What follows belongs to an exercise in optimizing a design on an open flow for small area, a short achievable clock period and few clock cycles per item; a production flow would make more cautious choices. Function was checked by simulation only, so behaviour that the tests miss may differ from the original. No activity file was given, so power comes from the tool's default toggle rates.

==> inputs of run D <==
==> flow/design.v <==
`default_nettype none
package pil_pkg;
    localparam int LIST_DEPTH = 16;
    localparam int POS_W   = 8;
    localparam int VAL_W   = 32;
    localparam int OCNT_W  = 9;
    localparam int IDX_W   = (LIST_DEPTH > 1) ? $clog2(LIST_DEPTH) : 1;
    localparam int CNT_W   = $clog2(LIST_DEPTH + 1);
    typedef enum logic {
        CMD_INSERT = 1'b0,
        CMD_READ   = 1'b1
    } t_cmd;
    typedef enum logic [1:0] {
        ST_OK     = 2'd0,
        ST_BEYOND = 2'd1,
        ST_FULL   = 2'd2,
        ST_RANGE  = 2'd3
    } t_status;
    typedef struct packed {
        t_cmd                     command;
        logic signed [VAL_W-1:0]  value;
        logic [POS_W-1:0]         position;
    } t_in_beat;
    typedef struct packed {
        t_status                  status;
        logic signed [VAL_W-1:0]  read_value;
        logic [OCNT_W-1:0]        element_count;
        logic signed [VAL_W-1:0]  element_sum;
    } t_out_beat;
    typedef struct packed {
        logic                     insert_en;
        logic [POS_W-1:0]         position;
        logic [VAL_W-1:0]         value;
    } t_cell_ctl;
endpackage
`default_nettype wire
`default_nettype none
import pil_pkg::*;
module pil_cell
(
    input  wire logic                      i_clk,
    input  wire logic                      i_load,
    input  wire logic                      i_shift,
    input  wire logic                      i_hold,
    input  wire logic [pil_pkg::VAL_W-1:0] i_value,
    input  wire logic [pil_pkg::VAL_W-1:0] i_prev,
    output logic [pil_pkg::VAL_W-1:0]      o_val
);
    logic [VAL_W-1:0] r_val;
    always_ff @(posedge i_clk) begin
        r_val <= ({VAL_W{i_load}}  & i_value)
               | ({VAL_W{i_shift}} & i_prev)
               | ({VAL_W{i_hold}}  & r_val);
    end
    assign o_val = r_val;
endmodule
`default_nettype wire
`default_nettype none
import pil_pkg::*;
module pil_ctrl
(
    input  wire logic                      i_clk,
    input  wire logic                      i_rst_n,
    input  wire logic                      i_accept,
    input  pil_pkg::t_in_beat              i_beat,
    output logic                           o_ins_ok,
    output logic                           o_rd_ok,
    output pil_pkg::t_status               o_status,
    output logic [pil_pkg::CNT_W-1:0]      o_count,
    output logic [pil_pkg::VAL_W-1:0]      o_sum
);
    localparam int C = 8;
    localparam int N = VAL_W / C;
    logic [CNT_W-1:0] r_count;
    logic [CNT_W-1:0] w_count_inc;
    logic [VAL_W-1:0] r_acc;
    logic [N-1:1]     r_pend;
    logic [VAL_W-1:0] w_acc_add;
    logic [N-1:0]     w_cout;
    logic [VAL_W-1:0] w_pend_vec;
    logic             w_low;       
    logic             w_le;        
    logic             w_lt;        
    logic             w_full;
    logic             w_is_read;
    assign w_is_read = (i_beat.command == CMD_READ);
    assign w_low     = (i_beat.position[POS_W-1:5] == '0);
    assign w_full    = r_count[CNT_W-1];
    assign w_le      = w_low && (i_beat.position[4:0] <= r_count);
    assign w_lt      = w_low && (i_beat.position[4:0] <  r_count);
    always_comb begin
        if (w_is_read) begin
            o_status = w_lt ? ST_OK : ST_RANGE;
        end else if (!w_le) begin
            o_status = ST_BEYOND;
        end else if (w_full) begin
            o_status = ST_FULL;
        end else begin
            o_status = ST_OK;
        end
    end
    assign o_ins_ok = !w_is_read && w_le && !w_full;
    assign o_rd_ok  = w_is_read && w_lt;
    assign w_count_inc = r_count + CNT_W'(1);
    for (genvar k = 0; k < N; k++) begin : g_chunk
        logic w_cin;
        if (k == 0) begin : g_first
            assign w_cin = 1'b0;
        end else begin : g_rest
            assign w_cin = r_pend[k];
        end
        assign {w_cout[k], w_acc_add[k*C +: C]} =
            {1'b0, r_acc[k*C +: C]} + {1'b0, i_beat.value[k*C +: C]} + (C+1)'(w_cin);
    end
    always_ff @(posedge i_clk) begin
        if (!i_rst_n) begin
            r_count <= '0;
            r_acc   <= '0;
            r_pend  <= '0;
        end else if (i_accept && o_ins_ok) begin
            r_count <= w_count_inc;
            r_acc   <= w_acc_add;
            r_pend  <= w_cout[N-2:0];
        end
    end
    always_comb begin
        w_pend_vec = '0;
        for (int k = 1; k < N; k++) begin
            w_pend_vec[k*C] = r_pend[k];
        end
    end
    assign o_count = r_count;
    assign o_sum   = r_acc + w_pend_vec;
endmodule
`default_nettype wire
`default_nettype none
import pil_pkg::*;
module positional_insert_list
(
    input  wire logic      i_clk,
    input  wire logic      i_rst_n,
    input  wire logic      i_in_valid,
    output logic           o_in_stall,
    input  wire logic [40:0] i_in_data,
    output logic           o_out_valid,
    input  wire logic      i_out_stall,
    output logic [74:0]    o_out_data
);
    logic                 w_adv;
    logic                 w_accept;
    logic                 w_ins_ok;
    logic                 w_rd_ok;
    pil_pkg::t_status     w_status;
    logic [CNT_W-1:0]     w_count;
    logic [VAL_W-1:0]     w_sum;
    logic                 r1_valid;
    logic                 r1_ins;
    logic                 r1_rd;
    pil_pkg::t_status     r1_status;
    logic [3:0]           r1_p;
    logic [VAL_W-1:0]     r1_val;
    logic                 w_exec_ins;
    logic [LIST_DEPTH-1:0] w_load;
    logic [LIST_DEPTH-1:0] w_shift;
    logic [LIST_DEPTH-1:0] w_hold;
    logic [LIST_DEPTH-1:0] w_rsel;
    logic [VAL_W-1:0]     w_cell_val [LIST_DEPTH];
    logic [VAL_W-1:0]     w_read;
    logic                 r2_valid;
    pil_pkg::t_status     r2_status;
    logic [VAL_W-1:0]     r2_read;
    logic [CNT_W-1:0]     r2_count;
    logic [VAL_W-1:0]     r2_sum;
    assign w_adv      = !i_out_stall;
    assign o_in_stall = i_out_stall;
    assign w_accept   = w_adv && i_in_valid;
    pil_ctrl u_ctrl (
        .i_clk    (i_clk),
        .i_rst_n  (i_rst_n),
        .i_accept (w_accept),
        .i_beat   (i_in_data),
        .o_ins_ok (w_ins_ok),
        .o_rd_ok  (w_rd_ok),
        .o_status (w_status),
        .o_count  (w_count),
        .o_sum    (w_sum)
    );
    always_ff @(posedge i_clk) begin
        if (!i_rst_n) begin
            r1_valid <= 1'b0;
            r1_ins   <= 1'b0;
        end else if (w_adv) begin
            r1_valid <= i_in_valid;
            r1_ins   <= i_in_valid && w_ins_ok;
        end
    end
    always_ff @(posedge i_clk) begin
        if (w_adv) begin
            r1_rd     <= w_rd_ok;
            r1_status <= w_status;
            r1_p      <= i_in_data[3:0];
            r1_val    <= i_in_data[39:8];
        end
    end
    assign w_exec_ins = w_adv && r1_ins;
    for (genvar g = 0; g < LIST_DEPTH; g++) begin : g_sel
        assign w_load[g]  = w_exec_ins && (r1_p == 4'(g));
        assign w_shift[g] = w_exec_ins && (r1_p <  4'(g));
        assign w_hold[g]  = !(w_exec_ins && (r1_p <= 4'(g)));
        assign w_rsel[g]  = w_adv && r1_rd && (r1_p == 4'(g));
    end
    for (genvar g = 0; g < LIST_DEPTH; g++) begin : g_cell
        pil_cell u_cell (
            .i_clk   (i_clk),
            .i_load  (w_load[g]),
            .i_shift (w_shift[g]),
            .i_hold  (w_hold[g]),
            .i_value (r1_val),
            .i_prev  ((g == 0) ? r1_val : w_cell_val[(g == 0) ? 0 : g-1]),
            .o_val   (w_cell_val[g])
        );
    end
    always_comb begin
        w_read = {VAL_W{!w_adv}} & r2_read;
        for (int i = 0; i < LIST_DEPTH; i++) begin
            w_read = w_read | ({VAL_W{w_rsel[i]}} & w_cell_val[i]);
        end
    end
    always_ff @(posedge i_clk) begin
        if (!i_rst_n) begin
            r2_valid <= 1'b0;
        end else begin
            if (w_adv) begin
                r2_valid <= r1_valid;
            end
        end
    end
    always_ff @(posedge i_clk) begin
        r2_read <= w_read;
        if (w_adv) begin
            r2_status <= r1_status;
            r2_count  <= w_count;
            r2_sum    <= w_sum;
        end
    end
    assign o_out_valid = r2_valid;
    assign o_out_data  = {r2_status, r2_read, OCNT_W'(r2_count), r2_sum};
endmodule
`default_nettype wire
==> flow/flow/run.sh <==
#!/bin/bash
# The standard layout (standard.sh: standard synthesis, then the ORFS
# flow to finish), with one change: the buffers that buffer_ports puts on
# every input and output port are sky130_fd_sc_hd__buf_2 cells instead of the
# delay cells the resizer picks by default. Every port still gets its buffer.
# The make output goes to standard.log here; the ORFS tools' own logs stay
# under orfs/logs/.
set -euo pipefail
bash standard.sh 'BUFFER_PORTS_ARGS=-buffer_cell sky130_fd_sc_hd__buf_2' finish > standard.log 2>&1
==> flow/standard.sh <==
#!/bin/bash
# synth_recipe.tcl (not shown) runs the flow's synth.tcl, then flattens the netlist and writes it again
# the make line also repeats each setting of config.mk as NAME=value (left out here)
make -C /OpenROAD-flow-scripts/flow DESIGN_CONFIG=/design/flow/config.mk WORK_HOME=/design/flow/orfs CLKGATE_MAP_FILE= SYNTH_SCRIPT=/design/flow/synth_recipe.tcl "${@:-finish}"
==> flow/config.mk <==
export PLATFORM = sky130hd
export DESIGN_NAME = positional_insert_list
export DESIGN_NICKNAME = positional_insert_list
export VERILOG_FILES = /design/flow/design.v
export SDC_FILE = /design/flow/constraint.sdc
export NUM_CORES = 4
export LEC_CHECK = 0
export CAP_MARGIN = 20
export CORE_MARGIN = 2
export CORE_UTILIZATION = 40
export CTS_CLUSTER_DIAMETER = 100
export CTS_CLUSTER_SIZE = 30
export PLACE_DENSITY = 0.6
export SETUP_SLACK_MARGIN = 1.5
export SLEW_MARGIN = 20
==> flow/constraint.sdc <==
create_clock -name core_clock -period 3.8 [get_ports {i_clk}]
set_input_delay 0.7600 -clock core_clock [delete_from_list [all_inputs] [get_ports {i_clk}]]
set_output_delay 0.7600 -clock core_clock [all_outputs]
set_load 0.01 [all_outputs]
==> inputs of run E, as changes to run D <==
--- a/flow/design.v
+++ b/flow/design.v
@@ -159,3 +159,4 @@
     pil_pkg::t_status     r1_status;
-    logic [3:0]           r1_p;
+    logic [LIST_DEPTH-1:0] r1_eq;      
+    logic [LIST_DEPTH-1:0] r1_gt;      
     logic [VAL_W-1:0]     r1_val;
@@ -187,2 +188,8 @@
     );
+    logic [LIST_DEPTH-1:0] w_eq;
+    logic [LIST_DEPTH-1:0] w_gt;
+    for (genvar g = 0; g < LIST_DEPTH; g++) begin : g_dec
+        assign w_eq[g] = (i_in_data[3:0] == 4'(g));
+        assign w_gt[g] = (i_in_data[3:0] <  4'(g));
+    end
     always_ff @(posedge i_clk) begin
@@ -200,3 +207,4 @@
             r1_status <= w_status;
-            r1_p      <= i_in_data[3:0];
+            r1_eq     <= w_eq;
+            r1_gt     <= w_gt;
             r1_val    <= i_in_data[39:8];
@@ -206,6 +214,6 @@
     for (genvar g = 0; g < LIST_DEPTH; g++) begin : g_sel
-        assign w_load[g]  = w_exec_ins && (r1_p == 4'(g));
-        assign w_shift[g] = w_exec_ins && (r1_p <  4'(g));
-        assign w_hold[g]  = !(w_exec_ins && (r1_p <= 4'(g)));
-        assign w_rsel[g]  = w_adv && r1_rd && (r1_p == 4'(g));
+        assign w_load[g]  = w_exec_ins && r1_eq[g];
+        assign w_shift[g] = w_exec_ins && r1_gt[g];
+        assign w_hold[g]  = !(w_exec_ins && (r1_eq[g] || r1_gt[g]));
+        assign w_rsel[g]  = w_adv && r1_rd && r1_eq[g];
     end
CTS_CLUSTER_DIAMETER = 80   (was 100)
CTS_CLUSTER_SIZE = 24   (was 30)
GPL_TIMING_DRIVEN = 0   (was unset)
SETUP_SLACK_MARGIN = 1.7   (was 1.5)
==> inputs of run B, as changes to run D <==
--- a/flow/design.v
+++ b/flow/design.v
@@ -159,3 +159,4 @@
     pil_pkg::t_status     r1_status;
-    logic [3:0]           r1_p;
+    logic [LIST_DEPTH-1:0] r1_eq;      
+    logic [LIST_DEPTH-1:0] r1_gt;      
     logic [VAL_W-1:0]     r1_val;
@@ -187,2 +188,8 @@
     );
+    logic [LIST_DEPTH-1:0] w_eq;
+    logic [LIST_DEPTH-1:0] w_gt;
+    for (genvar g = 0; g < LIST_DEPTH; g++) begin : g_dec
+        assign w_eq[g] = (i_in_data[3:0] == 4'(g));
+        assign w_gt[g] = (i_in_data[3:0] <  4'(g));
+    end
     always_ff @(posedge i_clk) begin
@@ -200,3 +207,4 @@
             r1_status <= w_status;
-            r1_p      <= i_in_data[3:0];
+            r1_eq     <= w_eq;
+            r1_gt     <= w_gt;
             r1_val    <= i_in_data[39:8];
@@ -206,6 +214,6 @@
     for (genvar g = 0; g < LIST_DEPTH; g++) begin : g_sel
-        assign w_load[g]  = w_exec_ins && (r1_p == 4'(g));
-        assign w_shift[g] = w_exec_ins && (r1_p <  4'(g));
-        assign w_hold[g]  = !(w_exec_ins && (r1_p <= 4'(g)));
-        assign w_rsel[g]  = w_adv && r1_rd && (r1_p == 4'(g));
+        assign w_load[g]  = w_exec_ins && r1_eq[g];
+        assign w_shift[g] = w_exec_ins && r1_gt[g];
+        assign w_hold[g]  = !(w_exec_ins && (r1_eq[g] || r1_gt[g]));
+        assign w_rsel[g]  = w_adv && r1_rd && r1_eq[g];
     end
CTS_CLUSTER_DIAMETER = 80   (was 100)
CTS_CLUSTER_SIZE = 24   (was 30)
SETUP_SLACK_MARGIN = 1.7   (was 1.5)
==> inputs of run A, as changes to run D <==
--- a/flow/design.v
+++ b/flow/design.v
@@ -69,13 +69,10 @@
     output logic [pil_pkg::CNT_W-1:0]      o_count,
-    output logic [pil_pkg::VAL_W-1:0]      o_sum
+    output logic [pil_pkg::VAL_W/2-1:0]    o_sum_lo,
+    output logic                           o_carry
 );
-    localparam int C = 8;
-    localparam int N = VAL_W / C;
+    localparam int H = VAL_W / 2;
     logic [CNT_W-1:0] r_count;
     logic [CNT_W-1:0] w_count_inc;
-    logic [VAL_W-1:0] r_acc;
-    logic [N-1:1]     r_pend;
-    logic [VAL_W-1:0] w_acc_add;
-    logic [N-1:0]     w_cout;
-    logic [VAL_W-1:0] w_pend_vec;
+    logic [H-1:0]     r_sum_lo;
+    logic [H:0]       w_add_lo;
     logic             w_low;       
@@ -104,31 +101,15 @@
     assign w_count_inc = r_count + CNT_W'(1);
-    for (genvar k = 0; k < N; k++) begin : g_chunk
-        logic w_cin;
-        if (k == 0) begin : g_first
-            assign w_cin = 1'b0;
-        end else begin : g_rest
-            assign w_cin = r_pend[k];
-        end
-        assign {w_cout[k], w_acc_add[k*C +: C]} =
-            {1'b0, r_acc[k*C +: C]} + {1'b0, i_beat.value[k*C +: C]} + (C+1)'(w_cin);
-    end
+    assign w_add_lo    = {1'b0, r_sum_lo} + {1'b0, i_beat.value[H-1:0]};
     always_ff @(posedge i_clk) begin
         if (!i_rst_n) begin
-            r_count <= '0;
-            r_acc   <= '0;
-            r_pend  <= '0;
+            r_count  <= '0;
+            r_sum_lo <= '0;
         end else if (i_accept && o_ins_ok) begin
-            r_count <= w_count_inc;
-            r_acc   <= w_acc_add;
-            r_pend  <= w_cout[N-2:0];
-        end
-    end
-    always_comb begin
-        w_pend_vec = '0;
-        for (int k = 1; k < N; k++) begin
-            w_pend_vec[k*C] = r_pend[k];
-        end
-    end
-    assign o_count = r_count;
-    assign o_sum   = r_acc + w_pend_vec;
+            r_count  <= w_count_inc;
+            r_sum_lo <= w_add_lo[H-1:0];
+        end
+    end
+    assign o_count  = r_count;
+    assign o_sum_lo = r_sum_lo;
+    assign o_carry  = w_add_lo[H];
 endmodule
@@ -154,3 +135,4 @@
     logic [CNT_W-1:0]     w_count;
-    logic [VAL_W-1:0]     w_sum;
+    logic [VAL_W/2-1:0]   w_sum_lo;
+    logic                 w_carry;
     logic                 r1_valid;
@@ -161,2 +143,3 @@
     logic [VAL_W-1:0]     r1_val;
+    logic                 r1_carry;
     logic                 w_exec_ins;
@@ -172,3 +155,4 @@
     logic [CNT_W-1:0]     r2_count;
-    logic [VAL_W-1:0]     r2_sum;
+    logic [VAL_W/2-1:0]   r2_sum_lo;
+    logic [VAL_W/2-1:0]   r_sum_hi;
     assign w_adv      = !i_out_stall;
@@ -185,3 +169,4 @@
         .o_count  (w_count),
-        .o_sum    (w_sum)
+        .o_sum_lo (w_sum_lo),
+        .o_carry  (w_carry)
     );
@@ -202,2 +187,3 @@
             r1_val    <= i_in_data[39:8];
+            r1_carry  <= w_carry;
         end
@@ -231,2 +217,3 @@
             r2_valid <= 1'b0;
+            r_sum_hi <= '0;
         end else begin
@@ -235,2 +222,5 @@
             end
+            if (w_exec_ins) begin
+                r_sum_hi <= r_sum_hi + r1_val[VAL_W-1:VAL_W/2] + (VAL_W/2)'(r1_carry);
+            end
         end
@@ -242,3 +232,3 @@
             r2_count  <= w_count;
-            r2_sum    <= w_sum;
+            r2_sum_lo <= w_sum_lo;
         end
@@ -246,3 +236,3 @@
     assign o_out_valid = r2_valid;
-    assign o_out_data  = {r2_status, r2_read, OCNT_W'(r2_count), r2_sum};
+    assign o_out_data  = {r2_status, r2_read, OCNT_W'(r2_count), r_sum_hi, r2_sum_lo};
 endmodule
==> flow/run.sh (new file) <==
#!/bin/bash
# synth_recipe.tcl (not shown) runs the flow's synth.tcl, then flattens the netlist and writes it again
# the make line also repeats each setting of config.mk as NAME=value (left out here)
make -C /OpenROAD-flow-scripts/flow DESIGN_CONFIG=/design/flow/config.mk WORK_HOME=/design/flow/orfs CLKGATE_MAP_FILE= SYNTH_SCRIPT=/design/flow/synth_recipe.tcl finish
CTS_CLUSTER_DIAMETER = unset   (was 100)
CTS_CLUSTER_SIZE = unset   (was 30)
removed: flow/flow/run.sh
removed: flow/standard.sh
==> comparison <==
- Run D completed with no timing, DRC or antenna violations. Run A produced a clean layout. Run B finished with timing, DRC and antenna clean. Run E ran to the end with no violations.
- Of run A and run D, run A has the higher non-clock buffer count (gap 27).
- The lowest routed wire length belongs to run A, the highest to run E.
- Register-to-register slack, highest first: run B, run E, run D, run A.
- Of run B and run E, run E has the higher final area (gap 1.8%, measured against run E).
- Setup slack, highest first: run B, run E, run D, run A.
- Clock power: run D < run B < run E < run A.
- Combinational power, highest first: run E, run B, run A, run D.
- Clock skew, highest first: run E, run D, run B, run A.
- First-iteration DRC count, lowest first: run B, run E, run A, run D.
- Between run A and run B, the lower power is in run B (gap 7.9%, measured against run B).
Testbench counts of run D, summed over its fixed seeds: cycles 16,640, items 16,384.
Testbench counts of run E, summed over its fixed seeds: cycles 16,640, items 16,384.
Testbench counts of run B, summed over its fixed seeds: cycles 16,640, items 16,384.
Testbench counts of run A, summed over its fixed seeds: cycles 16,640, items 16,384.

==> what the ideal ports hide <==
No port has a modelled driver above. Below, the same layouts with a new extraction and two added sets of constraints. Step 1: set_driving_cell puts a clkbuf_16 on i_clk and a buf_2 on each other input, an assumption about the parent block. Step 2 moves the port delays by t, midway between the first and last clock arrival at a register: inputs arrive t later, outputs are due t later. That takes back most of the time a late clock gives input paths. Slacks: no drivers / after step 1 / after step 2; pairs: no drivers / after step 1.
run	t (ns)	slack for setup (ns)	latest minus earliest clock arrival (ns)	worst register clock-pin slew, ns	worst slew at a driven data input, ns
run D	0.702	1.438 / 1.438 / 0.954	0.027 / 0.027	0.12 / 0.12	0.07
run E	0.685	1.671 / 1.651 / 1.050	0.049 / 0.048	0.11 / 0.11	0.08
run B	0.677	1.718 / 1.673 / 1.140	0.026 / 0.026	0.10 / 0.10	0.06
run A	0.669	1.129 / 1.129 / 0.924	0.021 / 0.021	0.06 / 0.06	0.05
After both steps every run listed still meets setup and hold. For run E, which loses most, drivers alone change the setup slack by -0.020 ns; drivers and shift together by -0.621 ns.
